Context: an optimization exercise on an open-source flow, tuned for small area, a short achievable clock period and few clock cycles per item. The choices shown serve that exercise and are no tape-out recipe.
Where RTL was checked, it was by simulation tests only, not by an equivalence proof against the original.
Power figures rest on the tool's default switching activity, not on a simulated workload.

Setup of main:
==> module relu_drain, before the edit <==
module relu_drain (
    input  logic                                                   clk,
    input  logic                                                   reset,
    input  logic                                                   drain_start,
    input  logic [conv_pkg::NUM_OUT_MAPS-1:0][conv_pkg::ACC_W-1:0] acc_s,
    input  logic [conv_pkg::NUM_OUT_MAPS-1:0][conv_pkg::ACC_W-1:0] acc_c,
    output logic                                                   out_valid,
    input  logic                                                   out_ready,
    output logic [conv_pkg::ACC_W-1:0]                             out_data,
    output logic [conv_pkg::MAP_W-1:0]                             out_map,
    output logic                                                   drain_done
);
    logic                         xfer;
    logic                         last_map;
    logic                         load;
    logic [conv_pkg::NUM_OUT_MAPS-1:0] rd_sel;
    logic [conv_pkg::NUM_OUT_MAPS-1:0] rd_sel_n;
    logic [conv_pkg::ACC_W-1:0]        sel_s;
    logic [conv_pkg::ACC_W-1:0]        sel_c;
    logic [conv_pkg::ACC_W-1:0]        res;
    assign xfer       = out_valid && out_ready;
    assign last_map   = (out_map == conv_pkg::MAP_W'(conv_pkg::NUM_OUT_MAPS - 1));
    assign drain_done = xfer && last_map;
    assign load       = drain_start || (xfer && !last_map);
    always_comb begin
        sel_s = '0;
        sel_c = '0;
        for (int m = 0; m < conv_pkg::NUM_OUT_MAPS; m++) begin
            sel_s = sel_s | ({conv_pkg::ACC_W{rd_sel[m]}} & acc_s[m]);
            sel_c = sel_c | ({conv_pkg::ACC_W{!rd_sel_n[m]}} & acc_c[m]);
        end
    end
    assign res = sel_s + sel_c;
    always_ff @(posedge clk) begin
        if (reset) begin
            out_valid <= 1'b0;
            out_map   <= '0;
            rd_sel    <= conv_pkg::NUM_OUT_MAPS'(1);
            rd_sel_n  <= ~conv_pkg::NUM_OUT_MAPS'(1);
        end else begin
            if (drain_start) begin
                out_valid <= 1'b1;
                out_map   <= '0;
            end else if (xfer) begin
                if (last_map) out_valid <= 1'b0;
                else out_map <= out_map + 1'b1;
            end
            if (load) begin
                rd_sel   <= {rd_sel[conv_pkg::NUM_OUT_MAPS-2:0], rd_sel[conv_pkg::NUM_OUT_MAPS-1]};
                rd_sel_n <= {rd_sel_n[conv_pkg::NUM_OUT_MAPS-2:0], rd_sel_n[conv_pkg::NUM_OUT_MAPS-1]};
            end
        end
    end
    always_ff @(posedge clk) begin
        if (load) out_data <= res[conv_pkg::ACC_W-1] ? '0 : res;
    end
endmodule
clock: 10.0 ns
lec_check: 0
abc_area: 0
cap_margin: 20
core_margin: 2
core_utilization: 40
cts_buf_list: sky130_fd_sc_hd__clkbuf_4 sky130_fd_sc_hd__clkbuf_8 sky130_fd_sc_hd__clkbuf_16
cts_cluster_diameter: 140
cts_cluster_size: 25
slew_margin: 20
tns_end_percent: 0
standard.sh (not shown) runs the stock make flow with config.mk's settings and CLKGATE_MAP_FILE= SYNTH_SCRIPT=/design/flow/synth_recipe.tcl, a recipe that flattens the netlist after the stock synthesis.
==> flow/flow/run.sh <==
#!/bin/bash
set -euo pipefail
bash standard.sh SETUP_SLACK_MARGIN=7 "BUFFER_PORTS_ARGS=-buffer_cell sky130_fd_sc_hd__buf_2" finish > standard_flow.log 2>&1
### main -> the feature branch
diff --git a/flow/design.v b/flow/design.v
--- a/flow/design.v
+++ b/flow/design.v
@@ -370,11 +370,10 @@
 );
     logic                         xfer;
     logic                         last_map;
     logic                         load;
     logic [conv_pkg::NUM_OUT_MAPS-1:0] rd_sel;
-    logic [conv_pkg::NUM_OUT_MAPS-1:0] rd_sel_n;
     logic [conv_pkg::ACC_W-1:0]        sel_s;
     logic [conv_pkg::ACC_W-1:0]        sel_c;
     logic [conv_pkg::ACC_W-1:0]        res;
     assign xfer       = out_valid && out_ready;
     assign last_map   = (out_map == conv_pkg::MAP_W'(conv_pkg::NUM_OUT_MAPS - 1));
@@ -383,32 +382,28 @@
     always_comb begin
         sel_s = '0;
         sel_c = '0;
         for (int m = 0; m < conv_pkg::NUM_OUT_MAPS; m++) begin
             sel_s = sel_s | ({conv_pkg::ACC_W{rd_sel[m]}} & acc_s[m]);
-            sel_c = sel_c | ({conv_pkg::ACC_W{!rd_sel_n[m]}} & acc_c[m]);
+            sel_c = sel_c | ({conv_pkg::ACC_W{rd_sel[m]}} & acc_c[m]);
         end
     end
     assign res = sel_s + sel_c;
     always_ff @(posedge clk) begin
         if (reset) begin
             out_valid <= 1'b0;
             out_map   <= '0;
             rd_sel    <= conv_pkg::NUM_OUT_MAPS'(1);
-            rd_sel_n  <= ~conv_pkg::NUM_OUT_MAPS'(1);
         end else begin
             if (drain_start) begin
                 out_valid <= 1'b1;
                 out_map   <= '0;
             end else if (xfer) begin
                 if (last_map) out_valid <= 1'b0;
                 else out_map <= out_map + 1'b1;
             end
-            if (load) begin
-                rd_sel   <= {rd_sel[conv_pkg::NUM_OUT_MAPS-2:0], rd_sel[conv_pkg::NUM_OUT_MAPS-1]};
-                rd_sel_n <= {rd_sel_n[conv_pkg::NUM_OUT_MAPS-2:0], rd_sel_n[conv_pkg::NUM_OUT_MAPS-1]};
-            end
+            if (load) rd_sel <= {rd_sel[conv_pkg::NUM_OUT_MAPS-2:0], rd_sel[conv_pkg::NUM_OUT_MAPS-1]};
         end
     end
     always_ff @(posedge clk) begin
         if (load) out_data <= res[conv_pkg::ACC_W-1] ? '0 : res;
     end
==> comparison <==
A timing endpoint of the critical path of u_drain.out_data[26] is what main shows, while out_data[22] belongs to the feature branch.
Comparing the feature branch and main, die area is higher on main.
The feature branch did not stop at any stage, and its layout met the timing, design-rule and antenna checks.
The feature branch reports a lower total wire length than main does.
For cell count, the feature branch and main come out practically identical.
Per the comparison of the feature branch with main, register-to-register slack went down, total placed cells including tap cells down 31.
Testbench counts of the feature branch, summed over its fixed seeds: cycles 11,078, items 6,015.
For main, only the layout was checked, not whether the RTL still works.

* * *

Starting RTL as in the previous note.
==> module zero_skip_fetch, before the edit <==
module zero_skip_fetch (
    input  logic                                                      clk,
    input  logic                                                      reset,
    input  logic                                                      layer_start,
    input  logic                                                      in_valid,
    input  logic                                                      in_ready,
    input  logic [conv_pkg::ACT_W-1:0]                                in_act,
    input  logic [conv_pkg::CHAN_W-1:0]                               in_chan,
    input  logic                                                      in_last,
    output logic [conv_pkg::NUM_IN_CHANS-1:0]                         rd_chan_oh,
    input  logic [conv_pkg::NUM_OUT_MAPS-1:0][conv_pkg::WEIGHT_W-1:0] rd_weights,
    output logic [conv_pkg::ACT_W-1:0]                                fetch_act,
    output logic [conv_pkg::ACT_W:0]                                  fetch_nact,
    output logic [conv_pkg::NUM_OUT_MAPS-1:0][15:0]                   fetch_sel,
    output logic                                                      fetch_last,
    output logic [conv_pkg::COUNT_W-1:0]                              skipped_count
);
    logic                       beat;
    logic                       valid_0;
    logic                       last_0;
    logic                       zero_0;
    logic                       start_0;
    logic [conv_pkg::ACT_W-1:0] act_0;
    assign beat = in_valid && in_ready && !reset;
    function automatic logic [3:0] booth_digit(input logic [2:0] t);
        booth_digit[0] = (t == 3'b001) || (t == 3'b010);
        booth_digit[1] = (t == 3'b011);
        booth_digit[2] = (t == 3'b101) || (t == 3'b110);
        booth_digit[3] = (t == 3'b100);
    endfunction
    always_ff @(posedge clk) begin
        valid_0 <= beat;
        last_0  <= beat && in_last;
        zero_0  <= beat && !in_last && (in_act == '0);
        start_0 <= layer_start && !reset;
        act_0   <= in_act;
        for (int c = 0; c < conv_pkg::NUM_IN_CHANS; c++) begin
            rd_chan_oh[c] <= (in_chan == c);
        end
    end
    always_ff @(posedge clk) begin
        fetch_last    <= last_0 && !reset;
        fetch_act     <= valid_0 ? act_0 : '0;
        fetch_nact    <= valid_0 ? ('0 - {act_0[conv_pkg::ACT_W-1], act_0}) : '0;
        for (int m = 0; m < conv_pkg::NUM_OUT_MAPS; m++) begin
            fetch_sel[m] <= {booth_digit(rd_weights[m][7:5]),
                             booth_digit(rd_weights[m][5:3]),
                             booth_digit(rd_weights[m][3:1]),
                             booth_digit({rd_weights[m][1:0], 1'b0})};
        end
    end
    always_ff @(posedge clk) begin
        if (reset) begin
            skipped_count <= '0;
        end else if (start_0) begin
            skipped_count <= conv_pkg::COUNT_W'(zero_0);
        end else begin
            skipped_count <= skipped_count + conv_pkg::COUNT_W'(zero_0);
        end
    end
endmodule
==> module weight_bank, before the edit <==
module weight_bank (
    input  logic                                                      clk,
    input  logic                                                      reset,
    input  logic                                                      w_wr_en,
    input  logic [conv_pkg::CHAN_W-1:0]                               w_chan,
    input  logic [conv_pkg::MAP_W-1:0]                                w_map,
    input  logic [conv_pkg::WEIGHT_W-1:0]                             w_data,
    input  logic [conv_pkg::NUM_IN_CHANS-1:0]                         rd_chan_oh,
    output logic [conv_pkg::NUM_OUT_MAPS-1:0][conv_pkg::WEIGHT_W-1:0] rd_weights
);
    logic [conv_pkg::NUM_OUT_MAPS-1:0][conv_pkg::WEIGHT_W-1:0] bank [conv_pkg::NUM_IN_CHANS];
    logic                                                      wr_q;
    logic                                                      rst_q;
    logic [conv_pkg::CHAN_W-1:0]                               chan_q;
    logic [conv_pkg::MAP_W-1:0]                                map_q;
    logic [conv_pkg::WEIGHT_W-1:0]                             data_q;
    always_ff @(posedge clk) begin
        rst_q  <= reset;
        wr_q   <= w_wr_en && !reset;
        chan_q <= w_chan;
        map_q  <= w_map;
        data_q <= reset ? '0 : w_data;
    end
    always_ff @(posedge clk) begin
        for (int c = 0; c < conv_pkg::NUM_IN_CHANS; c++) begin
            for (int m = 0; m < conv_pkg::NUM_OUT_MAPS; m++) begin
                if (rst_q || (wr_q && (chan_q == c) && (map_q == m))) begin
                    bank[c][m] <= data_q;
                end
            end
        end
    end
    always_comb begin
        rd_weights = '0;
        for (int c = 0; c < conv_pkg::NUM_IN_CHANS; c++) begin
            rd_weights = rd_weights | ({(conv_pkg::NUM_OUT_MAPS * conv_pkg::WEIGHT_W){rd_chan_oh[c]}} & bank[c]);
        end
    end
endmodule
clock: 10.0 ns
lec_check: 0
abc_area: 0
cap_margin: 20
core_margin: 2
core_utilization: 40
slew_margin: 20
tns_end_percent: 0
Scripts as last shown in full above: flow/flow/run.sh
Next try:
--- a/flow/design.v
+++ b/flow/design.v
@@ -32,12 +32,9 @@
     output logic                                                      fetch_last,
     output logic [conv_pkg::COUNT_W-1:0]                              skipped_count
 );
-    logic                       beat;
-    logic                       valid_0;
-    logic                       last_0;
-    logic                       zero_0;
-    logic                       start_0;
-    logic [conv_pkg::ACT_W-1:0] act_0;
+    logic beat;
+    logic zero_a;
+    logic start_a;
     assign beat = in_valid && in_ready && !reset;
     function automatic logic [3:0] booth_digit(input logic [2:0] t);
         booth_digit[0] = (t == 3'b001) || (t == 3'b010);
@@ -45,20 +42,17 @@
         booth_digit[2] = (t == 3'b101) || (t == 3'b110);
         booth_digit[3] = (t == 3'b100);
     endfunction
-    always_ff @(posedge clk) begin
-        valid_0 <= beat;
-        last_0  <= beat && in_last;
-        zero_0  <= beat && !in_last && (in_act == '0);
-        start_0 <= layer_start && !reset;
-        act_0   <= in_act;
+    always_comb begin
         for (int c = 0; c < conv_pkg::NUM_IN_CHANS; c++) begin
-            rd_chan_oh[c] <= (in_chan == c);
+            rd_chan_oh[c] = (in_chan == c);
         end
     end
     always_ff @(posedge clk) begin
-        fetch_last    <= last_0 && !reset;
-        fetch_act     <= valid_0 ? act_0 : '0;
-        fetch_nact    <= valid_0 ? ('0 - {act_0[conv_pkg::ACT_W-1], act_0}) : '0;
+        fetch_last <= beat && in_last;
+        zero_a     <= beat && !in_last && (in_act == '0);
+        start_a    <= layer_start && !reset;
+        fetch_act  <= beat ? in_act : '0;
+        fetch_nact <= beat ? ('0 - {in_act[conv_pkg::ACT_W-1], in_act}) : '0;
         for (int m = 0; m < conv_pkg::NUM_OUT_MAPS; m++) begin
             fetch_sel[m] <= {booth_digit(rd_weights[m][7:5]),
                              booth_digit(rd_weights[m][5:3]),
@@ -69,10 +63,10 @@
     always_ff @(posedge clk) begin
         if (reset) begin
             skipped_count <= '0;
-        end else if (start_0) begin
-            skipped_count <= conv_pkg::COUNT_W'(zero_0);
+        end else if (start_a) begin
+            skipped_count <= conv_pkg::COUNT_W'(zero_a);
         end else begin
-            skipped_count <= skipped_count + conv_pkg::COUNT_W'(zero_0);
+            skipped_count <= skipped_count + conv_pkg::COUNT_W'(zero_a);
         end
     end
 endmodule
@@ -88,23 +82,13 @@
     output logic [conv_pkg::NUM_OUT_MAPS-1:0][conv_pkg::WEIGHT_W-1:0] rd_weights
 );
     logic [conv_pkg::NUM_OUT_MAPS-1:0][conv_pkg::WEIGHT_W-1:0] bank [conv_pkg::NUM_IN_CHANS];
-    logic                                                      wr_q;
-    logic                                                      rst_q;
-    logic [conv_pkg::CHAN_W-1:0]                               chan_q;
-    logic [conv_pkg::MAP_W-1:0]                                map_q;
-    logic [conv_pkg::WEIGHT_W-1:0]                             data_q;
-    always_ff @(posedge clk) begin
-        rst_q  <= reset;
-        wr_q   <= w_wr_en && !reset;
-        chan_q <= w_chan;
-        map_q  <= w_map;
-        data_q <= reset ? '0 : w_data;
-    end
+    logic [conv_pkg::WEIGHT_W-1:0]                             wdata;
+    assign wdata = reset ? '0 : w_data;
     always_ff @(posedge clk) begin
         for (int c = 0; c < conv_pkg::NUM_IN_CHANS; c++) begin
             for (int m = 0; m < conv_pkg::NUM_OUT_MAPS; m++) begin
-                if (rst_q || (wr_q && (chan_q == c) && (map_q == m))) begin
-                    bank[c][m] <= data_q;
+                if (reset || (w_wr_en && (w_chan == c) && (w_map == m))) begin
+                    bank[c][m] <= wdata;
                 end
             end
         end
@@ -372,7 +356,6 @@
     logic                         last_map;
     logic                         load;
     logic [conv_pkg::NUM_OUT_MAPS-1:0] rd_sel;
-    logic [conv_pkg::NUM_OUT_MAPS-1:0] rd_sel_n;
     logic [conv_pkg::ACC_W-1:0]        sel_s;
     logic [conv_pkg::ACC_W-1:0]        sel_c;
     logic [conv_pkg::ACC_W-1:0]        res;
@@ -385,7 +368,7 @@
         sel_c = '0;
         for (int m = 0; m < conv_pkg::NUM_OUT_MAPS; m++) begin
             sel_s = sel_s | ({conv_pkg::ACC_W{rd_sel[m]}} & acc_s[m]);
-            sel_c = sel_c | ({conv_pkg::ACC_W{!rd_sel_n[m]}} & acc_c[m]);
+            sel_c = sel_c | ({conv_pkg::ACC_W{rd_sel[m]}} & acc_c[m]);
         end
     end
     assign res = sel_s + sel_c;
@@ -394,7 +377,6 @@
             out_valid <= 1'b0;
             out_map   <= '0;
             rd_sel    <= conv_pkg::NUM_OUT_MAPS'(1);
-            rd_sel_n  <= ~conv_pkg::NUM_OUT_MAPS'(1);
         end else begin
             if (drain_start) begin
                 out_valid <= 1'b1;
@@ -403,10 +385,7 @@
                 if (last_map) out_valid <= 1'b0;
                 else out_map <= out_map + 1'b1;
             end
-            if (load) begin
-                rd_sel   <= {rd_sel[conv_pkg::NUM_OUT_MAPS-2:0], rd_sel[conv_pkg::NUM_OUT_MAPS-1]};
-                rd_sel_n <= {rd_sel_n[conv_pkg::NUM_OUT_MAPS-2:0], rd_sel_n[conv_pkg::NUM_OUT_MAPS-1]};
-            end
+            if (load) rd_sel <= {rd_sel[conv_pkg::NUM_OUT_MAPS-2:0], rd_sel[conv_pkg::NUM_OUT_MAPS-1]};
         end
     end
     always_ff @(posedge clk) begin
Flip-flop and latch count came out lower by 54. Non-clock buffer count rises by 15. First-iteration DRC count came out higher by 4.8%. Via count is about the same. Final area falls by 1.9%. Wire length shrinks by 1.7%. Power shrinks by 5.1%. Sequential share of layout area went down by 1.2 points. Die area drops by 2.8%. Combinational power went down by 7.0%. Utilization goes up by 0.46 points.
No run of this note included a check of the RTL's function; only the layout flow was run.

-- re-timing with driven ports --
The results above use ideal ports. As a check the final layouts listed here were re-extracted and re-timed, cells and wires unchanged.
Step 1 (the two cells are an assumption about what drives the block):
set clk [get_ports {clk}]
set_driving_cell -lib_cell sky130_fd_sc_hd__clkbuf_16 $clk
set_driving_cell -lib_cell sky130_fd_sc_hd__buf_2 [delete_from_list [all_inputs] $clk]
Step 2 adds t to the input delays and takes it off the output delays; t is the mean of the earliest and latest rising clock arrival at the registers after step 1. Input paths then give back, and output paths get back, about the clock's delay inside the block.
a / b / c = ideal ports / drivers / drivers and shift; a / b = the first two.
run	t (ns)	setup WS [ns]	hold slack, ns	worst setup path after step 2	latest minus earliest clock arrival (ns)
main	0.748	6.718 / 6.660 / 6.250	0.445 / 0.445 / 0.445	input to register	0.046 / 0.047
the feature branch	0.755	6.665 / 6.593 / 6.350	0.450 / 0.450 / 0.450	input to register	0.070 / 0.070
the first run of note 2	0.770	6.616 / 6.616 / 6.195	0.436 / 0.436 / 0.436	input to register	0.090 / 0.090
the second run of note 2	0.770	6.358 / 6.406 / 5.635	0.484 / 0.484 / 0.484	input to register	0.054 / 0.053
After both steps every run listed still meets setup and hold. For the second run of note 2, which loses most, drivers alone change the setup slack by +0.048 ns; drivers and shift together by -0.723 ns.
